This is an optimization exercise on Yosys and OpenROAD, whose aim is small area, a short achievable clock period and few clock cycles per item, not a production implementation. At most, simulation tests tie the RTL to the original design; equivalence was not proved.

==> run a <==
==> flow/design.v (excerpt) <==
module qubit_measure (
    input  logic               clk,
    input  logic               rst,
    input  logic               in_valid,
    output logic               in_ready,
    input  logic signed [15:0] in_alpha,
    input  logic signed [15:0] in_beta,
    output logic               out_valid,
    input  logic               out_ready,
    output logic               out_bit,
    output logic [15:0]        out_alpha,
    output logic [15:0]        out_beta,
    output logic               out_err
);
clock: 11.0 ns
lec_check: 0
cap_margin: 20
core_margin: 2
core_utilization: 45
cts_buf_list: sky130_fd_sc_hd__clkbuf_8
cts_cluster_diameter: 80
cts_cluster_size: 12
place_density: 0.75
slew_margin: 20
synth_hierarchical: 1
synth_minimum_keep_size: 0
standard.sh (not shown) runs the stock make flow with config.mk's settings and CLKGATE_MAP_FILE= SYNTH_SCRIPT=/design/flow/synth_recipe.tcl, a recipe that flattens the netlist after the stock synthesis.
==> flow/flow/run.sh <==
#!/bin/bash
set -euo pipefail
export SETUP_SLACK_MARGIN=7.6
export POST_SYNTH_TCL="$(pwd)/flow/downsize.tcl"
bash standard.sh > standard.log 2>&1
==> flow/flow/downsize.tcl <==
# Run after synthesis (POST_SYNTH_TCL): set every combinational cell that
# synthesis gave a drive strength above 1 to its drive-1 variant. The timing
# repair later sizes up what the critical paths need. Registers keep their
# cell type and size.
set n 0
foreach inst [get_cells *] {
  set m [get_property $inst ref_name]
  if {[regexp {^(sky130_fd_sc_hd__[a-z0-9]+)_([0-9]+)$} $m -> base sz] && $sz > 1} {
    if {[regexp {df|dl|sdf|edf|conb|clkbuf|clkinv|clkdly|tap|fill|decap} $base]} { continue }
    set cand "${base}_1"
    if {[llength [get_lib_cells -quiet */$cand]] > 0} {
      replace_cell $inst $cand
      incr n
    }
  }
}
puts "downsize: $n cells set to drive strength 1"
==> inputs of run b, as changes to run a <==
--- a/flow/config.mk
+++ b/flow/config.mk
@@ -8,5 +8,5 @@
 export CAP_MARGIN = 20
 export CORE_MARGIN = 2
-export CORE_UTILIZATION = 45
+export CORE_UTILIZATION = 40
 export CTS_BUF_LIST = sky130_fd_sc_hd__clkbuf_8
 export CTS_CLUSTER_DIAMETER = 80
==> inputs of run c, as changes to run a <==
==> flow/flow/run.sh (replaced) <==
#!/bin/bash
set -euo pipefail
export SETUP_SLACK_MARGIN=7.5
export POST_SYNTH_TCL="$(pwd)/flow/downsize.tcl"
bash standard.sh > standard.log 2>&1
--- a/flow/config.mk
+++ b/flow/config.mk
@@ -8,8 +8,8 @@
 export CAP_MARGIN = 20
 export CORE_MARGIN = 2
-export CORE_UTILIZATION = 45
+export CORE_UTILIZATION = 40
 export CTS_BUF_LIST = sky130_fd_sc_hd__clkbuf_8
-export CTS_CLUSTER_DIAMETER = 80
-export CTS_CLUSTER_SIZE = 12
+export CTS_CLUSTER_DIAMETER = 100
+export CTS_CLUSTER_SIZE = 15
 export PLACE_DENSITY = 0.75
 export SLEW_MARGIN = 20
==> summary of the runs <==
Run a completed without violations. Run c finished with timing, DRC and antenna clean. Run b produced a clean layout.
Sequential share of layout area: run a < run b < run c.
In flip-flop and latch count, run c and run a do not differ.
Global-route usage, highest first: run a, run b, run c.
Die area is the same in run b and run c.
Cell count: run b > run c > run a.
Non-clock buffer count, highest first: run a, run b, run c.
Fmax: run c < run a < run b.
Via count, lowest first: run c, run b, run a.
==> figures <==
| quantity | run c | run b | run a |
|---|---|---|---|
| Initial drt markers | 2113 | 1927 | 1737 |
| Number of well taps | 931 | 931 | 790 |
| # nets final | 3164 | 3177 | 3188 |
| Min-Delay Endpoint | zt_q | zt_q | bg_q |
| Tot GR Track Use | 18.4% | 18.6% | 21.4% |
| Drt via density | 5.34 | 5.37 | 5.67 |
| Vias in the first global route | 19.3k | 19.5k | 20.4k |
| Result of the run | no timing/DRC/antenna violations | no timing/DRC/antenna violations | no timing/DRC/antenna violations |
| End point of the critical path | xc_q | xb_q[18] | xb_q[23] |
| Share of cells above drive strength 1 | 5.97% | 8.28% | 8.72% |
| Via Count | 18.5k | 18.7k | 19.0k |
| Die Wd | 267 um | 267 um | 252 um |
| Endpoint of the worst-slack reg-to-reg timing path | xc_q | xb_q[18] | xb_q[23] |
| Worst-path fanout max | 4 | 14 | 15 |
| Buffer share of cell area | 2.90% | 3.17% | 3.62% |
| Required time at the endpoint of the critical path | 11.56 ns | 11.50 ns | 11.51 ns |
| Post-cts repair resize count | 45 | 67 | 71 |
| Critical Path Most Common Cell | maj3_1 | fa_1 | fa_1 |
| Non-Clock Buffer Count | 100 | 103 | 113 |
| Final clock period utilization by the worst path | 31.7% | 30.3% | 30.7% |
| Post-route worst hold slack | 0.341 ns | 0.331 ns | 0.337 ns |
| Max stage delay on crit path | 0.39 ns | 0.54 ns | 0.57 ns |
Testbench counts of run a, summed over its fixed seeds: cycles 2,088, items 2,048.
Testbench counts of run b, summed over its fixed seeds: cycles 2,088, items 2,048.
Testbench counts of run c, summed over its fixed seeds: cycles 2,088, items 2,048.

* * *

==> yarrow: inputs <==
Another version of the RTL of qubit_measure (not shown whole).
Settings: LEC_CHECK=0, CAP_MARGIN=20, CORE_MARGIN=2, CORE_UTILIZATION=40, CTS_CLUSTER_DIAMETER=120, CTS_CLUSTER_SIZE=25, SLEW_MARGIN=20, SYNTH_HIERARCHICAL=1, SYNTH_MINIMUM_KEEP_SIZE=0; clock period 11.0 ns.
==> flow/flow/run.sh <==
#!/bin/bash
# The standard layout (standard.sh) with timing repair aiming for extra
# setup slack, so that the achieved period is short. The clock period and
# constraints stay the design's.
set -euo pipefail
export SETUP_SLACK_MARGIN=7.6
export POST_SYNTH_TCL="$(pwd)/flow/downsize.tcl"
bash standard.sh > standard.log 2>&1
Scripts as last shown in full above: flow/flow/downsize.tcl
==> inputs of violet, as changes to yarrow <==
--- a/flow/design.v
+++ b/flow/design.v
@@ -9,14 +9,14 @@
     input  logic               out_ready,
     output logic               out_bit,
     output logic [15:0]        out_alpha,
     output logic [15:0]        out_beta,
     output logic               out_err
 );
-    localparam int LAT = 4;           
-    localparam int D   = 6;           
+    localparam int LAT = 5;           
+    localparam int D   = 7;           
     logic        acc, take, push, res_bit, res_err;
     logic [15:0] lfsr_q, lfsr_nx;
     logic [15:0] a_q, b_q;
     logic [4:1] v_q;
     logic [31:0] p0_d, t_d;
     logic [47:0] xa, xb;
@@ -32,18 +32,16 @@
     logic        er15_q;
     assign rx = {1'b0, rs0, 1'b0};
     always_ff @(posedge clk) begin
         for (int k = 0; k < 8; k++) begin
             e1_q[k] <= rx[2*k+1] ^ rx[2*k];
             e2_q[k] <= (rx[2*k+2] & ~rx[2*k+1] & ~rx[2*k]) | (~rx[2*k+2] & rx[2*k+1] & rx[2*k]);
+            en_q[k] <= rx[2*k+2];
         end
+        er15_q <= rs0[15];
     end
-    always_comb begin
-        for (int k = 0; k < 8; k++) en_q[k] = lfsr_q[2*k+1];
-    end
-    assign er15_q = lfsr_q[15];
     logic pp1;
     logic pp2;
     logic pp3;
     logic pp4;
     logic pp5;
     logic pp6;
@@ -1723,19 +1721,17 @@
     logic xs1672;
     logic xc1673;
     logic xs1674;
     logic xc1675;
     logic xs1676;
     logic xc1677;
+    logic [47:0] xa_q;
+    logic [47:0] xb_q;
     logic zr_q;
     logic bg_q;
     logic r15_q;
-    logic [11:0] xlo;
-    logic xc_q;
-    logic [36:0] xa_q;
-    logic [36:0] xb_q;
     assign pp1 = a_q[0];
     assign pp2 = a_q[0] & a_q[1];
     assign pp3 = a_q[0] & a_q[2];
     assign pp4 = a_q[0] & a_q[3];
     assign pp5 = a_q[0] & a_q[4];
     assign pp6 = a_q[0] & a_q[5];
@@ -2875,45 +2871,46 @@
     qm_fa u_xs1670 (.a(xs1497), .b(xc1579), .c(xs1580), .s(xs1670), .co(xc1671));
     qm_fa u_xs1672 (.a(xs1582), .b(xc1498), .c(xc1581), .s(xs1672), .co(xc1673));
     qm_fa u_xs1674 (.a(bp1109), .b(xc1583), .c(xs1584), .s(xs1674), .co(xc1675));
     qm_fa u_xs1676 (.a(xs1586), .b(np844), .c(xc1585), .s(xs1676), .co(xc1677));
     assign xa = {xc1677, xc1675, xc1673, xc1671, xc1669, xc1667, xc1665, xc1663, xc1661, xc1659, xc1657, xc1655, xc1653, xc1651, xc1649, xc1647, xc1645, xc1643, xc1641, xc1639, xc1637, xc1635, xc1633, xc1631, xc1629, xc1627, xc1625, xc1623, xc1621, xc1619, xc1617, xc1615, xc1613, xc1611, xc1609, xc1607, xc1605, xc1603, xc1601, xc1599, xc1597, xc1595, xc1593, xc1591, xc1589, xs1588, bp848, en_q[0]};
     assign xb = {xc1587, xs1676, xs1674, xs1672, xs1670, xs1668, xs1666, xs1664, xs1662, xs1660, xs1658, xs1656, xs1654, xs1652, xs1650, xs1648, xs1646, xs1644, xs1642, xs1640, xs1638, xs1636, xs1634, xs1632, xs1630, xs1628, xs1626, xs1624, xs1622, xs1620, xs1618, xs1616, xs1614, xs1612, xs1610, xs1608, xs1606, xs1604, xs1602, xs1600, xs1598, xs1596, xs1594, xs1592, xs1590, bp880, 1'b0, bp847};
-    assign xlo = {1'b0, xa[10:0]} + {1'b0, xb[10:0]};
     always_ff @(posedge clk) begin
         a_q <= in_alpha;
         b_q <= in_beta;
         sa0_q <= {qac348, qac346, qac344, qac342, qac340, qac338, qac336, qac334, qac332, qac330, qac328, qac326, qac324, qac322, qac320, qac318, qac316, qac314, qac312, qac310, qac308, qac306, qac304, qac302, qac300, qac298, qac296, qas295, pp3, pp2, 1'b0, pp1};
         sb0_q <= {pp138, qas347, qas345, qas343, qas341, qas339, qas337, qas335, qas333, qas331, qas329, qas327, qas325, qas323, qas321, qas319, qas317, qas315, qas313, qas311, qas309, qas307, qas305, qas303, qas301, qas299, qas297, pp31, 1'b0, pp16, 1'b0, 1'b0};
         sa1_q <= {qbc696, qbc694, qbc692, qbc690, qbc688, qbc686, qbc684, qbc682, qbc680, qbc678, qbc676, qbc674, qbc672, qbc670, qbc668, qbc666, qbc664, qbc662, qbc660, qbc658, qbc656, qbc654, qbc652, qbc650, qbc648, qbc646, qbc644, qbs643, pp351, pp350, 1'b0, pp349};
         sb1_q <= {pp486, qbs695, qbs693, qbs691, qbs689, qbs687, qbs685, qbs683, qbs681, qbs679, qbs677, qbs675, qbs673, qbs671, qbs669, qbs667, qbs665, qbs663, qbs661, qbs659, qbs657, qbs655, qbs653, qbs651, qbs649, qbs647, qbs645, pp379, 1'b0, pp364, 1'b0, 1'b0};
         zs_q <= (a_q == 16'd0) && (b_q == 16'd0);
         p0_q <= p0_d[30:0];
         t_q <= t_d;
         zt_q <= zs_q;
+        xa_q <= xa;
+        xb_q <= xb;
         zr_q <= zt_q;
         bg_q <= t_q[31];
         r15_q <= er15_q;
-        xc_q <= xlo[11];
-        xa_q <= xa[47:11];
-        xb_q <= xb[47:11];
     end
     always_ff @(posedge clk) begin
         v_q[1] <= acc & ~rst;
         v_q[2] <= v_q[1] & ~rst;
         v_q[3] <= v_q[2] & ~rst;
         v_q[4] <= v_q[3] & ~rst;
     end
-    logic [36:0] xs;
-    assign xs = xa_q + xb_q + {{(36){1'b0}}, xc_q};
-    assign res_bit = bg_q ? r15_q : (~zr_q & ~xs[36]);
+    logic [47:0] xs;
+    assign xs = xa_q + xb_q;
+    assign res_bit = bg_q ? r15_q : (~zr_q & ~xs[47]);
     assign res_err = zr_q;
-    logic rb_q, re_q;
-    assign rb_q = res_bit;
-    assign re_q = res_err;
-    assign push = v_q[LAT];
+    logic rv_q, rb_q, re_q;
+    always_ff @(posedge clk) begin
+        rv_q <= v_q[LAT-1] & ~rst;
+        rb_q <= res_bit;
+        re_q <= res_err;
+    end
+    assign push = rv_q;
     logic [D-1:0] qv_q, qb_q, qe_q;
     logic [D-1:0] sv, sb, se;
     logic [D+1:0] oc;              
     logic [D:1]   oc_q, oc_nx;
     logic         rdy_q, inc, dec;
     assign acc = in_valid & rdy_q;
==> flow/run.sh (new file) <==
#!/bin/bash
# synth_recipe.tcl (not shown) runs the flow's synth.tcl, then flattens the netlist and writes it again
# the make line also repeats each setting of config.mk as NAME=value (left out here)
make -C /OpenROAD-flow-scripts/flow DESIGN_CONFIG=/design/flow/config.mk WORK_HOME=/design/flow/orfs CLKGATE_MAP_FILE= SYNTH_SCRIPT=/design/flow/synth_recipe.tcl finish
- CTS_BUF_LIST: not set -> sky130_fd_sc_hd__clkbuf_4 sky130_fd_sc_hd__clkbuf_8
- CTS_CLUSTER_DIAMETER: 120 -> not set
- CTS_CLUSTER_SIZE: 25 -> not set
removed: flow/flow/run.sh
removed: flow/flow/downsize.tcl
removed: flow/standard.sh
==> inputs of xenon, as changes to yarrow <==
--- a/flow/design.v
+++ b/flow/design.v
@@ -9,14 +9,14 @@
     input  logic               out_ready,
     output logic               out_bit,
     output logic [15:0]        out_alpha,
     output logic [15:0]        out_beta,
     output logic               out_err
 );
-    localparam int LAT = 4;           
-    localparam int D   = 6;           
+    localparam int LAT = 5;           
+    localparam int D   = 7;           
     logic        acc, take, push, res_bit, res_err;
     logic [15:0] lfsr_q, lfsr_nx;
     logic [15:0] a_q, b_q;
     logic [4:1] v_q;
     logic [31:0] p0_d, t_d;
     logic [47:0] xa, xb;
@@ -32,18 +32,16 @@
     logic        er15_q;
     assign rx = {1'b0, rs0, 1'b0};
     always_ff @(posedge clk) begin
         for (int k = 0; k < 8; k++) begin
             e1_q[k] <= rx[2*k+1] ^ rx[2*k];
             e2_q[k] <= (rx[2*k+2] & ~rx[2*k+1] & ~rx[2*k]) | (~rx[2*k+2] & rx[2*k+1] & rx[2*k]);
+            en_q[k] <= rx[2*k+2];
         end
+        er15_q <= rs0[15];
     end
-    always_comb begin
-        for (int k = 0; k < 8; k++) en_q[k] = lfsr_q[2*k+1];
-    end
-    assign er15_q = lfsr_q[15];
     logic pp1;
     logic pp2;
     logic pp3;
     logic pp4;
     logic pp5;
     logic pp6;
@@ -1723,19 +1721,17 @@
     logic xs1672;
     logic xc1673;
     logic xs1674;
     logic xc1675;
     logic xs1676;
     logic xc1677;
+    logic [47:0] xa_q;
+    logic [47:0] xb_q;
     logic zr_q;
     logic bg_q;
     logic r15_q;
-    logic [11:0] xlo;
-    logic xc_q;
-    logic [36:0] xa_q;
-    logic [36:0] xb_q;
     assign pp1 = a_q[0];
     assign pp2 = a_q[0] & a_q[1];
     assign pp3 = a_q[0] & a_q[2];
     assign pp4 = a_q[0] & a_q[3];
     assign pp5 = a_q[0] & a_q[4];
     assign pp6 = a_q[0] & a_q[5];
@@ -2875,45 +2871,46 @@
     qm_fa u_xs1670 (.a(xs1497), .b(xc1579), .c(xs1580), .s(xs1670), .co(xc1671));
     qm_fa u_xs1672 (.a(xs1582), .b(xc1498), .c(xc1581), .s(xs1672), .co(xc1673));
     qm_fa u_xs1674 (.a(bp1109), .b(xc1583), .c(xs1584), .s(xs1674), .co(xc1675));
     qm_fa u_xs1676 (.a(xs1586), .b(np844), .c(xc1585), .s(xs1676), .co(xc1677));
     assign xa = {xc1677, xc1675, xc1673, xc1671, xc1669, xc1667, xc1665, xc1663, xc1661, xc1659, xc1657, xc1655, xc1653, xc1651, xc1649, xc1647, xc1645, xc1643, xc1641, xc1639, xc1637, xc1635, xc1633, xc1631, xc1629, xc1627, xc1625, xc1623, xc1621, xc1619, xc1617, xc1615, xc1613, xc1611, xc1609, xc1607, xc1605, xc1603, xc1601, xc1599, xc1597, xc1595, xc1593, xc1591, xc1589, xs1588, bp848, en_q[0]};
     assign xb = {xc1587, xs1676, xs1674, xs1672, xs1670, xs1668, xs1666, xs1664, xs1662, xs1660, xs1658, xs1656, xs1654, xs1652, xs1650, xs1648, xs1646, xs1644, xs1642, xs1640, xs1638, xs1636, xs1634, xs1632, xs1630, xs1628, xs1626, xs1624, xs1622, xs1620, xs1618, xs1616, xs1614, xs1612, xs1610, xs1608, xs1606, xs1604, xs1602, xs1600, xs1598, xs1596, xs1594, xs1592, xs1590, bp880, 1'b0, bp847};
-    assign xlo = {1'b0, xa[10:0]} + {1'b0, xb[10:0]};
     always_ff @(posedge clk) begin
         a_q <= in_alpha;
         b_q <= in_beta;
         sa0_q <= {qac348, qac346, qac344, qac342, qac340, qac338, qac336, qac334, qac332, qac330, qac328, qac326, qac324, qac322, qac320, qac318, qac316, qac314, qac312, qac310, qac308, qac306, qac304, qac302, qac300, qac298, qac296, qas295, pp3, pp2, 1'b0, pp1};
         sb0_q <= {pp138, qas347, qas345, qas343, qas341, qas339, qas337, qas335, qas333, qas331, qas329, qas327, qas325, qas323, qas321, qas319, qas317, qas315, qas313, qas311, qas309, qas307, qas305, qas303, qas301, qas299, qas297, pp31, 1'b0, pp16, 1'b0, 1'b0};
         sa1_q <= {qbc696, qbc694, qbc692, qbc690, qbc688, qbc686, qbc684, qbc682, qbc680, qbc678, qbc676, qbc674, qbc672, qbc670, qbc668, qbc666, qbc664, qbc662, qbc660, qbc658, qbc656, qbc654, qbc652, qbc650, qbc648, qbc646, qbc644, qbs643, pp351, pp350, 1'b0, pp349};
         sb1_q <= {pp486, qbs695, qbs693, qbs691, qbs689, qbs687, qbs685, qbs683, qbs681, qbs679, qbs677, qbs675, qbs673, qbs671, qbs669, qbs667, qbs665, qbs663, qbs661, qbs659, qbs657, qbs655, qbs653, qbs651, qbs649, qbs647, qbs645, pp379, 1'b0, pp364, 1'b0, 1'b0};
         zs_q <= (a_q == 16'd0) && (b_q == 16'd0);
         p0_q <= p0_d[30:0];
         t_q <= t_d;
         zt_q <= zs_q;
+        xa_q <= xa;
+        xb_q <= xb;
         zr_q <= zt_q;
         bg_q <= t_q[31];
         r15_q <= er15_q;
-        xc_q <= xlo[11];
-        xa_q <= xa[47:11];
-        xb_q <= xb[47:11];
     end
     always_ff @(posedge clk) begin
         v_q[1] <= acc & ~rst;
         v_q[2] <= v_q[1] & ~rst;
         v_q[3] <= v_q[2] & ~rst;
         v_q[4] <= v_q[3] & ~rst;
     end
-    logic [36:0] xs;
-    assign xs = xa_q + xb_q + {{(36){1'b0}}, xc_q};
-    assign res_bit = bg_q ? r15_q : (~zr_q & ~xs[36]);
+    logic [47:0] xs;
+    assign xs = xa_q + xb_q;
+    assign res_bit = bg_q ? r15_q : (~zr_q & ~xs[47]);
     assign res_err = zr_q;
-    logic rb_q, re_q;
-    assign rb_q = res_bit;
-    assign re_q = res_err;
-    assign push = v_q[LAT];
+    logic rv_q, rb_q, re_q;
+    always_ff @(posedge clk) begin
+        rv_q <= v_q[LAT-1] & ~rst;
+        rb_q <= res_bit;
+        re_q <= res_err;
+    end
+    assign push = rv_q;
     logic [D-1:0] qv_q, qb_q, qe_q;
     logic [D-1:0] sv, sb, se;
     logic [D+1:0] oc;              
     logic [D:1]   oc_q, oc_nx;
     logic         rdy_q, inc, dec;
     assign acc = in_valid & rdy_q;
==> flow/flow/run.sh (replaced) <==
#!/bin/bash
# Standard layout (the standard.sh), with timing repair aiming for extra
# setup slack so that the achieved period is short. The clock period and
# constraints are the design's.
set -euo pipefail
export SETUP_SLACK_MARGIN=8.0
bash standard.sh > standard.log 2>&1
- CTS_CLUSTER_DIAMETER: 120 -> not set
- CTS_CLUSTER_SIZE: 25 -> not set
removed: flow/flow/downsize.tcl
==> inputs of willow, as changes to yarrow <==
- CORE_UTILIZATION: 40 -> 60
- CTS_CLUSTER_DIAMETER: 120 -> not set
- CTS_CLUSTER_SIZE: 25 -> not set
==> impl_metrics.prom <==
# TYPE chip_impl_metric gauge
chip_impl_info{name="run_status",value="no timing/DRC/antenna violations"} 1
chip_impl_metric{name="worst_r2r_path_depth",unit=""} 11
chip_impl_info{name="worst_hold_path.endpoint",value="bg_q"} 1
chip_impl_metric{name="ff_latch_area",unit="µm²"} 8100
chip_impl_info{name="final_cell_mix",value="364 x fa_1, 293 x dfxtp_1, 277 x xnor2_1"} 1
chip_impl_info{name="top_regs",value="xa_q (48), xb_q (47), t_q (32)"} 1
chip_impl_metric{name="clock_buffer_count",unit=""} 65
chip_impl_info{name="critical_path_sink",value="out_alpha[14]"} 1
chip_impl_metric{name="wire_length_on_met2",unit="µm"} 40900
chip_impl_info{name="critical_path.reg2reg.startpoint",value="sa1_q[11]"} 1
chip_impl_metric{name="gr-usage-met3",unit=""} 0.0374
chip_impl_metric{name="grt.met1_usage",unit=""} 0.267
chip_impl_metric{name="drt_pass1_iterations",unit=""} 5
chip_impl_metric{name="reg2reg_setup_slack",unit="ns"} 7.65
Source of the figures above: xenon

==> impl_metrics.prom <==
# TYPE chip_impl_metric gauge
chip_impl_info{name="critical_path_sink",value="t_q[31]"} 1
chip_impl_info{name="run_status",value="no timing/DRC/antenna violations"} 1
chip_impl_metric{name="cp.buffers_inverters",unit=""} 0
chip_impl_info{name="worst_hold_path.endpoint",value="bg_q"} 1
chip_impl_metric{name="max-slew-margin-rel",unit=""} 0.347
chip_impl_info{name="critical_path.reg2reg.startpoint",value="sa0_q[17]"} 1
chip_impl_info{name="final_cell_mix",value="447 x fa_1, 298 x dfxtp_1, 287 x xnor2_1"} 1
chip_impl_metric{name="drt_pass1_iterations",unit=""} 7
chip_impl_metric{name="clock_buffer_count",unit=""} 55
chip_impl_info{name="top_regs",value="xa_q (37), xb_q (37), t_q (32)"} 1
chip_impl_metric{name="reg2reg_setup_slack",unit="ns"} 7.31
chip_impl_metric{name="post_synth_instance_area",unit="µm²"} 28300
chip_impl_metric{name="wire_length_on_met2",unit="µm"} 35000
chip_impl_metric{name="ff_latch_area",unit="µm²"} 7290
Source of the figures above: willow

==> impl_metrics.prom <==
# TYPE chip_impl_metric gauge
chip_impl_info{name="final_cell_mix",value="458 x fa_1, 302 x dfxtp_1, 288 x xnor2_1"} 1
chip_impl_info{name="critical_path.reg2reg.startpoint",value="sa0_q[14]"} 1
chip_impl_info{name="run_status",value="no timing/DRC/antenna violations"} 1
chip_impl_metric{name="reg2reg_setup_slack",unit="ns"} 7.42
chip_impl_info{name="critical_path_sink",value="t_q[31]"} 1
chip_impl_info{name="worstSetupStartpointType",value="register"} 1
chip_impl_metric{name="setup_total_negative_slack",unit="ns"} 0
chip_impl_metric{name="wire_length_on_met2",unit="µm"} 35500
chip_impl_metric{name="gr-usage-met3",unit=""} 0.0282
chip_impl_metric{name="crit_cells",unit=""} 11
chip_impl_info{name="crit_start",value="sa0_q[14]"} 1
chip_impl_info{name="top_regs",value="xa_q (37), xb_q (37), t_q (32)"} 1
chip_impl_metric{name="max-clock-path-buffers",unit=""} 3
chip_impl_metric{name="worst_r2r_path_depth",unit=""} 11
chip_impl_metric{name="drt_pass1_iterations",unit=""} 6
chip_impl_info{name="worst_hold_path.endpoint",value="bg_q"} 1
Source of the figures above: yarrow

==> impl_metrics.prom <==
# TYPE chip_impl_metric gauge
chip_impl_metric{name="reg2reg_setup_slack",unit="ns"} 6.85
chip_impl_info{name="run_status",value="no timing/DRC/antenna violations"} 1
chip_impl_info{name="final_cell_mix",value="461 x fa_1, 358 x dfxtp_1, 296 x xnor2_1"} 1
chip_impl_metric{name="wire_length_on_met2",unit="µm"} 35800
chip_impl_metric{name="clock_buffer_count",unit=""} 107
chip_impl_info{name="critical_path.reg2reg.startpoint",value="en_q[7]"} 1
chip_impl_metric{name="drt_pass1_iterations",unit=""} 5
chip_impl_metric{name="ff_latch_area",unit="µm²"} 7890
chip_impl_info{name="worst_hold_path.endpoint",value="zt_q"} 1
chip_impl_metric{name="dp_cells",unit=""} 3503
chip_impl_metric{name="worst_r2r_path_depth",unit=""} 7
Source of the figures above: violet

Testbench counts of violet, summed over its fixed seeds: cycles 2,096, items 2,048.
Testbench counts of xenon, summed over its fixed seeds: cycles 2,096, items 2,048.
For yarrow and willow, only the layout was checked, not whether the RTL still works.

[what the ideal ports hide]
In the flow no input, the clock included, has a driving cell. The finished layouts below were timed again as built, in two steps. Step 1: set_driving_cell puts a clkbuf_16 on clk and a buf_2 on each other input, an assumption about the parent block. Step 2 moves the port delays by t, midway between the first and last clock arrival at a register: inputs arrive t later, outputs are due t later. That takes back most of the time a late clock gives input paths. a / b / c = no drivers / after step 1 / after step 2; a / b = the first two.
| run | t (ns) | slack for setup (ns) | hold WS [ns] | worst setup path after step 2 | slew at the worst register clock pin (ns) |
|---|---|---|---|---|---|
| run a | 0.674 | 7.626 / 7.575 / 7.051 | 0.337 / 0.337 / 0.337 | input to register | 0.10 / 0.10 |
| run b | 0.676 | 7.671 / 7.632 / 7.058 | 0.331 / 0.331 / 0.331 | input to register | 0.09 / 0.09 |
| run c | 0.726 | 7.518 / 7.515 / 7.093 | 0.341 / 0.341 / 0.341 | input to register | 0.11 / 0.11 |
| yarrow | 0.609 | 7.416 / 7.416 / 7.271 | 0.326 / 0.326 / 0.326 | input to register | 0.11 / 0.11 |
| violet | 0.712 | 6.711 / 6.740 / 6.028 | 0.333 / 0.333 / 0.333 | input to register | 0.07 / 0.07 |
| xenon | 0.657 | 7.630 / 7.569 / 7.510 | 0.327 / 0.327 / 0.327 | input to register | 0.07 / 0.07 |
| willow | 0.627 | 7.310 / 7.310 / 7.253 | 0.329 / 0.329 / 0.329 | input to register | 0.07 / 0.07 |
After both steps setup and hold are still met in every run listed. The setup slack of violet, which loses most, moves by +0.029 ns with the drivers and by -0.683 ns with both steps.
